Context: an optimization exercise on an open-source flow, tuned for small area. The choices shown serve that exercise and are no tape-out recipe.
The RTL was checked by simulation tests, not by an equivalence proof against the original design.
Power and IR drop assume default switching activity.

==> flow/design.v <==
`default_nettype none
package rx_pkg;
	typedef struct packed {
		logic [256-1:0] data;
		logic [32-1:0]  ctrl;
	} rx_word_t;
	typedef enum logic [1:0] {
		SPEED_25G = 2'd0,
		SPEED_40G = 2'd1,
		SPEED_50G = 2'd2
	} rx_speed_t;
	typedef struct packed {
		logic       sof;
		logic [2:0] sof_lane;   
		logic       eof;
		logic [4:0] eof_lane;   
		logic       in_frame;
	} rx_evt_t;
	typedef struct packed {
		logic [7:0]  sof_mark;    
		logic        same_word;   
		logic [6:0]  rsvd;
		logic [15:0] bytes;
	} rx_bcnt_t;
endpackage
`default_nettype wire
`default_nettype none
module rx_mac_top (
	input  wire                clk,
	input  wire                reset_,
	input  wire  [1:0]         speed,        
	input  wire                init_done,
	input  wire  [287:0]       rx_in,        
	output logic [287:0]       rx_out,       
	output logic               x_we,
	output logic               x_bcnt_we,
	output logic [31:0]        x_byte_cnt,   
	output logic               linkup
);
	localparam int LINK_MAX = 8 + 2;   
	logic [32-1:0]       ctrl;
	logic [256-1:0]      data;
	assign ctrl = rx_in[32-1:0];
	assign data = rx_in[287:32];
	logic [8-1:0] start_found;
	logic [8-1:0] seq_found;
	logic [32-1:0]       term_found;
	logic [32-1:0]       term_m;
	logic                       start_any;
	logic [2:0]                 start_pos;
	logic                       term_any;
	logic [4:0]                 term_lane;    
	always_comb begin
		for (int k = 0; k < 8; k++) begin
			start_found[k] = ctrl[4*k] && (data[32*k +: 8] == 8'hfb);
			seq_found[k]   = ctrl[4*k] && (data[32*k +: 8] == 8'h9c);
		end
		for (int l = 0; l < 32; l++) begin
			term_found[l] = ctrl[l] && (data[8*l +: 8] == 8'hfd);
		end
	end
	assign start_any = |start_found;
	always_comb begin
		start_pos = 3'd0;
		for (int k = 8 - 1; k >= 0; k--)
			if (start_found[k])
				start_pos = 3'(k);
	end
	logic [1:0] ph;       
	logic       inf;      
	logic       sof_q;    
	logic       wf;       
	logic       ef;       
	logic       b1;
	logic       blast;
	logic       sof_hit;
	logic       eof1;
	assign b1    = (ph == 2'd1);
	assign blast = (ph == ((speed == 2'd0) ? 2'd3 : 2'd1));
	assign sof_hit = start_any && !inf && (ph == 2'd0 || !ef);
	logic       tq_any;    
	logic [4:0] tq_lane;   
	logic [7:0] grp_ok;
	always_comb begin
		for (int g = 0; g < 8; g++)
			grp_ok[g] = inf || (|(start_found & 8'((16'd2 << g) - 16'd1)));
	end
	always_comb begin
		for (int l = 0; l < 32; l++)
			term_m[l] = term_found[l] && grp_ok[l/4];
		term_any  = |term_m;
		term_lane = 5'd0;   
		for (int l = 32 - 1; l >= 0; l--)
			if (term_m[l])
				term_lane = 5'(l + 1);
	end
	always_ff @(posedge clk) begin
		tq_any  <= term_any;
		tq_lane <= term_lane;
	end
	assign eof1 = b1 && inf && tq_any;
	always_ff @(posedge clk) begin
		ph    <= sof_hit ? 2'd1 : (blast ? 2'd0 : ph + 2'd1);
		sof_q <= sof_hit;
		if (!reset_) begin
			inf <= 1'b0;
			wf  <= 1'b0;
			ef  <= 1'b0;
		end else begin
			if (eof1)
				inf <= 1'b0;
			else if (sof_hit)
				inf <= 1'b1;
			if (b1) begin
				wf <= inf;
				ef <= eof1;
			end
		end
	end
	always_ff @(posedge clk) begin
		if (b1)
			rx_out <= rx_in;
	end
	assign x_we      = wf && blast;
	assign x_bcnt_we = ef && blast;
	logic [10:0] cnt_hi;
	logic [4:0]  cnt_lo;
	logic        cnt_cy;
	logic [2:0]  sof_pos;
	logic        same_word;
	logic [5:0]  word_bytes;   
	logic [5:0]  lo_sum;
	assign word_bytes = {tq_lane == 5'd0, tq_lane};
	assign lo_sum = {1'b0, cnt_lo[4:2], 2'b00} + word_bytes;
	always_ff @(posedge clk) begin
		cnt_cy <= 1'b0;
		if (b1 && inf) begin
			if (sof_q) begin
				cnt_lo <= {word_bytes[4:2] - start_pos, word_bytes[1:0]};
			end else begin
				cnt_lo <= lo_sum[4:0];
				cnt_cy <= lo_sum[5];
			end
		end
		if (sof_q)
			cnt_hi <= 11'(word_bytes[5] && start_found[0]);
		else
			cnt_hi <= cnt_hi + 11'(cnt_cy);
		if (sof_q) begin
			sof_pos   <= start_pos;
			same_word <= tq_any;
		end
	end
	assign x_byte_cnt = {8'(1) << sof_pos, same_word, 7'd0, cnt_hi, cnt_lo};
	logic       seq_q;
	logic       fault;
	logic [3:0] clean;   
	assign fault = !init_done || seq_q;
	always_ff @(posedge clk) begin
		if (!reset_) begin
			seq_q  <= 1'b0;
			clean  <= 4'd0;
			linkup <= 1'b0;
		end else begin
			seq_q  <= |seq_found;
			clean  <= fault ? 4'd0 : (clean == 4'(LINK_MAX) ? clean : clean + 4'd1);
			linkup <= (clean == 4'(LINK_MAX));
		end
	end
endmodule
`default_nettype wire
clock: 4.0 ns
lec_check: 0
cap_margin: 0
core_margin: 2
core_utilization: 40
gpl_timing_driven: 0
place_density: 0.6
slew_margin: 0
standard.sh (not shown) runs the stock make flow with config.mk's settings and CLKGATE_MAP_FILE= SYNTH_SCRIPT=/design/flow/synth_recipe.tcl, a recipe that flattens the netlist after the stock synthesis.
==> flow/flow/run.sh <==
#!/bin/bash
# layout flow: the standard flow with three changes
#  - synthesis maps the logic between the registers with an area-oriented ABC
#    script (flow/area.abc); the registers are mapped as in the standard flow
#  - the port buffers, and the buffers synthesis puts on constant outputs,
#    are the smallest buffer
#  - the clock tree uses larger sink clusters and no dummy loads
set -e
W=$PWD
{
	cat <<'EOT'
proc abc {args} {
  set i [lsearch -exact $args -script]
  if { $i >= 0 } {
    set args [lreplace $args [expr {$i + 1}] [expr {$i + 1}] $::env(MY_ABC_SCRIPT)]
  }
  yosys abc {*}$args
}
EOT
	cat synth_recipe.tcl
} > my_synth.tcl
sed -e "s#SYNTH_SCRIPT=[^ ]*#SYNTH_SCRIPT=$W/my_synth.tcl 'MIN_BUF_CELL_AND_PORTS=sky130_fd_sc_hd__buf_1 A X'#" standard.sh > my_standard.sh
export MY_ABC_SCRIPT=$W/flow/area.abc
export BUFFER_PORTS_ARGS="-buffer_cell sky130_fd_sc_hd__buf_1"
export CTS_ARGS="-sink_clustering_enable -repair_clock_nets -sink_clustering_size 16 -sink_clustering_max_diameter 100 -buf_list {sky130_fd_sc_hd__clkbuf_4 sky130_fd_sc_hd__clkbuf_8} -dont_use_dummy_load"
bash my_standard.sh > standard.log 2>&1
==> flow/flow/area.abc <==
strash
&get -n
&st
&syn2
&dch -f
&nf -a -R 30
&st
&syn2
&dch -f
&nf -a -R 30
&put
topo
dnsize -c
Rerun with:
Settings changed: PLACE_DENSITY 0.6 to 0.75.
Result:
- setup slack loses 63 ps
- wire length barely changes
- global-route usage falls by 0.37 points
- first-iteration DRC count rises by a quarter to a third
- clock power stays flat
- final cell count stays flat
- synthesized cell count does not change
- total power rises slightly
- hold slack gains 6.2 ps
- flip-flop and latch count is unchanged
Rerun with:
--- a/flow/flow/run.sh
+++ b/flow/flow/run.sh
@@ -1,4 +1,4 @@
 #!/bin/bash
-# layout flow: the standard flow with three changes
+# layout flow: the standard flow with these changes
 #  - synthesis maps the logic between the registers with an area-oriented ABC
 #    script (flow/area.abc); the registers are mapped as in the standard flow
@@ -6,4 +6,5 @@
 #    are the smallest buffer
 #  - the clock tree uses larger sink clusters and no dummy loads
+#  - one tie cell drives all the constant outputs' buffers
 set -e
 W=$PWD
@@ -20,5 +21,5 @@
 	cat synth_recipe.tcl
 } > my_synth.tcl
-sed -e "s#SYNTH_SCRIPT=[^ ]*#SYNTH_SCRIPT=$W/my_synth.tcl 'MIN_BUF_CELL_AND_PORTS=sky130_fd_sc_hd__buf_1 A X'#" standard.sh > my_standard.sh
+sed -e "s#SYNTH_SCRIPT=[^ ]*#SYNTH_SCRIPT=$W/my_synth.tcl 'MIN_BUF_CELL_AND_PORTS=sky130_fd_sc_hd__buf_1 A X' SKIP_REPAIR_TIE_FANOUT=1#" standard.sh > my_standard.sh
 export MY_ABC_SCRIPT=$W/flow/area.abc
 export BUFFER_PORTS_ARGS="-buffer_cell sky130_fd_sc_hd__buf_1"
Settings changed: PLACE_DENSITY 0.75 to 0.6.
Via count is about the same.
Power stays flat.
Wire length goes up by 2.1%.
Non-clock buffer count drops by 4.
Synthesized cell count is unchanged.
Final area goes down by 0.41%.
Global-route usage is higher by 0.70 points.
Final cell count is lower by 0.75%.
Die area stays the same.
Clock-buffer cell count stays the same.
Rerun with:
==> flow/flow/run.sh (replaced) <==
#!/bin/bash
# layout flow: the standard flow with three changes
#  - synthesis maps the logic between the registers with an area-oriented ABC
#    script (flow/area.abc); the registers are mapped as in the standard flow
#  - the port buffers are the smallest buffer
#  - the clock tree uses larger sink clusters and no dummy loads
set -e
W=$PWD
{
	cat <<'EOT'
proc abc {args} {
  set i [lsearch -exact $args -script]
  if { $i >= 0 } {
    set args [lreplace $args [expr {$i + 1}] [expr {$i + 1}] $::env(MY_ABC_SCRIPT)]
  }
  yosys abc {*}$args
}
EOT
	cat synth_recipe.tcl
} > my_synth.tcl
sed "s#SYNTH_SCRIPT=[^ ]*#SYNTH_SCRIPT=$W/my_synth.tcl#" standard.sh > my_standard.sh
export MY_ABC_SCRIPT=$W/flow/area.abc
export BUFFER_PORTS_ARGS="-buffer_cell sky130_fd_sc_hd__buf_1"
export CTS_ARGS="-sink_clustering_enable -repair_clock_nets -sink_clustering_size 16 -sink_clustering_max_diameter 100 -buf_list {sky130_fd_sc_hd__clkbuf_4 sky130_fd_sc_hd__clkbuf_8} -dont_use_dummy_load"
bash my_standard.sh > standard.log 2>&1
==> flow/flow/area.abc (replaced) <==
strash
&get -n
&st
&syn2
&dch -f
&nf -a -R 1000
&st
&syn2
&dch -f
&nf -a -R 1000
&put
topo
dnsize -c
What happened: Routed wire length increases slightly. Hold slack is worse by 23 ps. Synthesized area barely changes.

[static timing again, ports no longer ideal]
No port has a modelled driver above. Below, the same layouts with a new extraction and two added sets of constraints.
Step 1: set_driving_cell puts a clkbuf_16 on clk and a buf_2 on each other input, an assumption about the parent block.
Step 2 times the ports against the registers' clock, not the clock port: input delays grow and output delays shrink by t, the midpoint of the rising clock arrivals with the driver on.
Three values: no drivers, after step 1, after step 2; two values: the first two.
run | t (ns) | setup slack, ns | hold WS [ns] | worst setup path at the end | pins driven straight from the clock port
the first run | 0.597 | 0.311 / 0.313 / -0.284 | 0.407 / 0.392 / 0.439 | input to register | 1
the second run | 0.593 | 0.248 / 0.258 / -0.335 | 0.413 / 0.399 / 0.435 | input to register | 1
the third run | 0.580 | 0.294 / 0.286 / -0.294 | 0.426 / 0.409 / 0.442 | input to register | 1
the fourth run | 0.601 | 0.226 / 0.209 / -0.392 | 0.403 / 0.396 / 0.449 | input to register | 1
Met with ideal ports but missed after step 2: setup timing in every run listed. For the fourth run, which loses most, drivers alone change the setup slack by -0.017 ns; drivers and shift together by -0.618 ns.
